This design comes from an exercise in tuning for small area, a short achievable clock period and few clock cycles on the open sky130 flow, not from production work.
The RTL was checked by simulation tests, not by an equivalence proof against the original design.
Power is estimated from default activity; no workload was simulated.

==> run A: inputs <==
// user_data_path
module user_data_path (
   input  logic                                          clk,
   input  logic                                          reset,
   input  logic [4*64-1:0]     in_data,
   input  logic [4*8-1:0]     in_ctrl,
   input  logic [4-1:0]                     in_wr,
   output logic [4-1:0]                     in_rdy,
   output logic [4*64-1:0]     out_data,
   output logic [4*8-1:0]     out_ctrl,
   output logic [4-1:0]                     out_wr,
   input  logic [4-1:0]                     out_rdy,
   input  logic                                          reg_req,
   input  logic                                          reg_rd_wr_l,
   input  logic [8-1:0]                reg_addr,
   input  logic [32-1:0]                reg_wr_data,
   output logic                                          reg_ack,
   output logic [32-1:0]                reg_rd_data
);
export LEC_CHECK = 0
export CAP_MARGIN = 20
export CORE_MARGIN = 2
export CORE_UTILIZATION = 40
export PLACE_DENSITY = 0.6
export SLEW_MARGIN = 20
create_clock -name core_clock -period 5.5 [get_ports {clk}]
run.sh (not shown) runs the stock make flow with config.mk's settings and CLKGATE_MAP_FILE= SYNTH_SCRIPT=/design/flow/synth_recipe.tcl, a recipe that flattens the netlist after the stock synthesis.
==> run F: changes against run A <==
--- a/flow/design.v
+++ b/flow/design.v
@@ -67,97 +67,127 @@
    output logic                       load,
    output logic [64-1:0] out_data,
    output logic [8-1:0] out_ctrl,
    output logic                       out_wr,
    input  logic                       out_rdy
 );
-   logic [FW-1:0]     head;
-   logic              empty;
-   pkt_pkg::pkt_hdr_t hdr;
-   logic              hold;
+   logic [FW-1:0]              head;
+   logic                       empty;
+   logic                       hold;
+   logic [64-1:0] word;
+   logic                       is_hdr;
+   pkt_pkg::pkt_hdr_t          hdr;
    assign head  = loopback ? same_head : pair_head;
    assign empty = loopback ? same_empty : pair_empty;
    assign load  = !empty && (!out_wr || out_rdy);
    assign hold  = out_wr && !out_rdy;
-   always_comb
-   begin
-      hdr = head[64-1:0];
-      if (head[FW-1 -: 8] == pkt_pkg::CTRL_HDR)
-      begin
-         hdr.src_port  = loopback ? 16'(Q) : 16'(Q ^ 1);
-         hdr.dst_ports = 16'd1 << Q;
-      end
-   end
    always_ff @(posedge clk)
    begin
       if (reset)
          out_wr <= 1'b0;
       else
          out_wr <= load || hold;
    end
    always_ff @(posedge clk)
    begin
       if (!hold)
       begin
-         out_data <= hdr;
+         word     <= head[64-1:0];
          out_ctrl <= head[FW-1 -: 8];
+         is_hdr   <= head[FW-1 -: 8] == pkt_pkg::CTRL_HDR;
+      end
+   end
+   always_comb
+   begin
+      hdr = word;
+      if (is_hdr)
+      begin
+         hdr.src_port  = loopback ? 16'(Q) : 16'(Q ^ 1);
+         hdr.dst_ports = 16'd1 << Q;
       end
    end
+   assign out_data = hdr;
 endmodule
 module pkt_queue #(
    parameter int DEPTH = 16 - 1,
    parameter int FW    = 64 + 8
 ) (
    input  logic          clk,
    input  logic          reset,
    input  logic [FW-1:0] in_word,
-   input  logic          push,
+   input  logic          in_wr,
+   output logic          in_rdy,
    input  logic          pop,
-   output logic          full,
    output logic          empty,
    output logic [FW-1:0] head
 );
-   localparam int AW = $clog2(DEPTH);
-   logic [FW-1:0]    mem [DEPTH];
-   logic [AW-1:0]    wr_ptr;
-   logic [AW-1:0]    rd_ptr;
-   logic [AW:0]      count;
-   logic [DEPTH-1:0] wsel;
+   localparam int AW = $clog2(DEPTH + 1);
+   logic [FW-1:0]    ring [DEPTH];
+   logic [DEPTH-1:0] hsel;       
+   logic [AW-1:0]    ts;         
+   logic [AW-1:0]    count;
+   logic             push;
+   logic             ts_last;
+   logic             cnt_one;
+   logic             cnt_last;
+   logic             cnt_full;
+   logic             empty_n;
+   logic             full_n;
+   logic             ts0_n;
+   assign push = in_wr && in_rdy;
+   always_ff @(posedge clk)
+   begin
+      ring[0] <= push ? in_word : ring[DEPTH-1];
+      for (int k = 1; k < DEPTH; k++)
+         ring[k] <= ring[k-1];
+   end
    always_comb
    begin
+      head = '0;
       for (int k = 0; k < DEPTH; k++)
-         wsel[k] = !full && wr_ptr == AW'(k);
+         head = head | (ring[k] & {FW{hsel[k]}});
    end
-   for (genvar k = 0; k < DEPTH; k++)
-   begin : g_slot
-      always_ff @(posedge clk)
-      begin
-         if (wsel[k])
-            mem[k] <= in_word;
-      end
+   assign ts_last  = ts == AW'(DEPTH - 1);
+   assign cnt_one  = count == AW'(1);
+   assign cnt_last = count == AW'(DEPTH - 1);
+   assign cnt_full = count == AW'(DEPTH);
+   always_comb
+   begin
+      case ({push, pop})
+         2'b10:   begin empty_n = 1'b0;    full_n = cnt_last; ts0_n = 1'b1;    end
+         2'b01:   begin empty_n = cnt_one; full_n = 1'b0;     ts0_n = ts_last; end
+         2'b11:   begin empty_n = 1'b0;    full_n = cnt_full; ts0_n = 1'b1;    end
+         default: begin empty_n = empty;   full_n = cnt_full; ts0_n = ts_last; end
+      endcase
    end
-   assign head = mem[rd_ptr];
    always_ff @(posedge clk)
    begin
       if (reset)
       begin
-         wr_ptr <= '0;
-         rd_ptr <= '0;
+         hsel   <= DEPTH'(1);
+         ts     <= '0;
          count  <= '0;
-         full   <= 1'b0;
          empty  <= 1'b1;
+         in_rdy <= 1'b1;
       end
       else
       begin
          if (push)
-            wr_ptr <= wr_ptr == AW'(DEPTH - 1) ? '0 : wr_ptr + 1'b1;
-         if (pop)
-            rd_ptr <= rd_ptr == AW'(DEPTH - 1) ? '0 : rd_ptr + 1'b1;
-         count <= count + (AW + 1)'(push) - (AW + 1)'(pop);
-         full  <= count + (AW + 1)'(push) - (AW + 1)'(pop) == (AW + 1)'(DEPTH);
-         empty <= count + (AW + 1)'(push) - (AW + 1)'(pop) == '0;
+            ts <= '0;
+         else
+            ts <= ts_last ? '0 : ts + 1'b1;
+         if (push && !pop)
+            count <= count + 1'b1;
+         else if (pop && !push)
+            count <= count - 1'b1;
+         empty  <= empty_n;
+         in_rdy <= empty_n || (ts0_n && !full_n);
+         if (empty)
+            hsel <= DEPTH'(1);
+         else if (!pop)
+            hsel <= {hsel[DEPTH-2:0], hsel[DEPTH-1]};
       end
    end
 endmodule
 module udp_reg_master (
    input  logic                           clk,
    input  logic                           reset,
@@ -194,23 +224,20 @@
          if (reg_req && !rd && is_mode)
             loopback <= reg_wr_data[0];
       end
    end
    always_ff @(posedge clk)
    begin
-      if (reg_req)
-      begin
-         if (!is_cnt && !is_mode)
-            reg_rd_data <= 32'hffff_ffff;
-         else if (!rd)
-            reg_rd_data <= reg_wr_data;
-         else if (is_mode)
-            reg_rd_data <= 32'(loopback);
-         else
-            reg_rd_data <= pkt_count;
-      end
+      if (!is_cnt && !is_mode)
+         reg_rd_data <= 32'hffff_ffff;
+      else if (!rd)
+         reg_rd_data <= reg_wr_data;
+      else if (is_mode)
+         reg_rd_data <= 32'(loopback);
+      else
+         reg_rd_data <= pkt_count;
    end
 endmodule
 module user_data_path (
    input  logic                                          clk,
    input  logic                                          reset,
    input  logic [4*64-1:0]     in_data,
@@ -232,29 +259,27 @@
    localparam int DW = 64;
    localparam int CW = 8;
    localparam int FW = DW + CW;
    logic                           loopback;
    logic [32-1:0] pkt_count;
    logic [NP-1:0]                  take;
-   logic [NP-1:0]                  q_full;
    logic [NP-1:0]                  q_empty;
    logic [NP-1:0]                  q_pop;
    logic [NP-1:0][FW-1:0]          q_head;
    logic [NP-1:0]                  o_load;
    for (genvar p = 0; p < NP; p++)
    begin : g_in
-      assign in_rdy[p] = !q_full[p];
-      assign take[p]   = in_wr[p] && !q_full[p];
+      assign take[p]   = in_wr[p] && in_rdy[p];
       assign q_pop[p]  = loopback ? o_load[p] : o_load[p ^ 1];
       pkt_queue i_queue (
          .clk     (clk),
          .reset   (reset),
          .in_word ({in_ctrl[p*CW +: CW], in_data[p*DW +: DW]}),
-         .push    (take[p]),
+         .in_wr   (in_wr[p]),
+         .in_rdy  (in_rdy[p]),
          .pop     (q_pop[p]),
-         .full    (q_full[p]),
          .empty   (q_empty[p]),
          .head    (q_head[p])
       );
    end
    for (genvar q = 0; q < NP; q++)
    begin : g_out
- ABC_CLOCK_PERIOD_IN_PS: unset -> 2000
- SETUP_SLACK_MARGIN: unset -> 3.4
==> notes.md <==
Rel. slew slack=0.201; Synth Area in Simple Gates=0.0459; status=timing/DRC/antenna clean; critical path peak fanout=47; post-synthesis compound-gate area fraction=0.105; leakage power=64.1 nW; fraction of layout cells with a size suffix above 1=0.112; First DRT Iteration DRCs=16,100; WHS Path Cells=2; Critical Path Sink=g_out[1].i_out.out_data[6]$_SDFFCE_PN0P_; final RePlAce weighted congestion=0.883; vias in the first global route=100,000; Post-Synth Adder-Cell Area=0.00231; filler instances=about 36,000; total power=about 0.09 W; post-synth top area share=0.799; ranking of synthesized cells by area=edfxtp_1 (80%), a22oi_1 (5.7%), a222oi_1 (1.4%)
the above is filed under run A

==> notes.md <==
Critical Path Sink=out_data[144]; fraction of layout cells with a size suffix above 1=0.200; number of routed nets with antenna violations=0; status=timing/DRC/antenna clean; Rel. slew slack=0.400; post-synth top area share=0.677; First DRT Iteration DRCs=10,400; filler instances=27,800; WHS Path Cells=0; leakage power=63.9 nW; Synth Area in Simple Gates=0.0608; critical path peak fanout=5; final RePlAce weighted congestion=0.851; post-synthesis compound-gate area fraction=0.134
the above is filed under run F

Testbench counts of run A, summed over its fixed seeds: cycles 3,165.
Testbench counts of run F, summed over its fixed seeds: cycles 3,160.

## what the ideal ports hide
No port has a modelled driver above. Below, the same layouts with a new extraction and two added sets of constraints.
Step 1 sets driving cells, clkbuf_16 on the clock port and buf_2 on the other inputs (assumed; they add their load-dependent delay and slew).
Step 2 adds t to the input delays and takes it off the output delays; t is the mean of the earliest and latest rising clock arrival at the registers after step 1. Input paths then give back, and output paths get back, about the clock's delay inside the block.
a / b / c = ideal / step 1 / step 2; a / b = the first two.
run	t, ns	slack for setup (ns)	worst data-port slew with drivers (ns)	cell pins on the clock port's net
run A	1.095	1.142 / 1.142 / 0.941	0.27	1
run F	1.061	1.996 / 1.886 / 2.105	0.34	1
After both steps every run listed still meets setup and hold. For run A, which loses most, drivers alone change the setup slack by 0.000 ns; drivers and shift together by -0.201 ns.
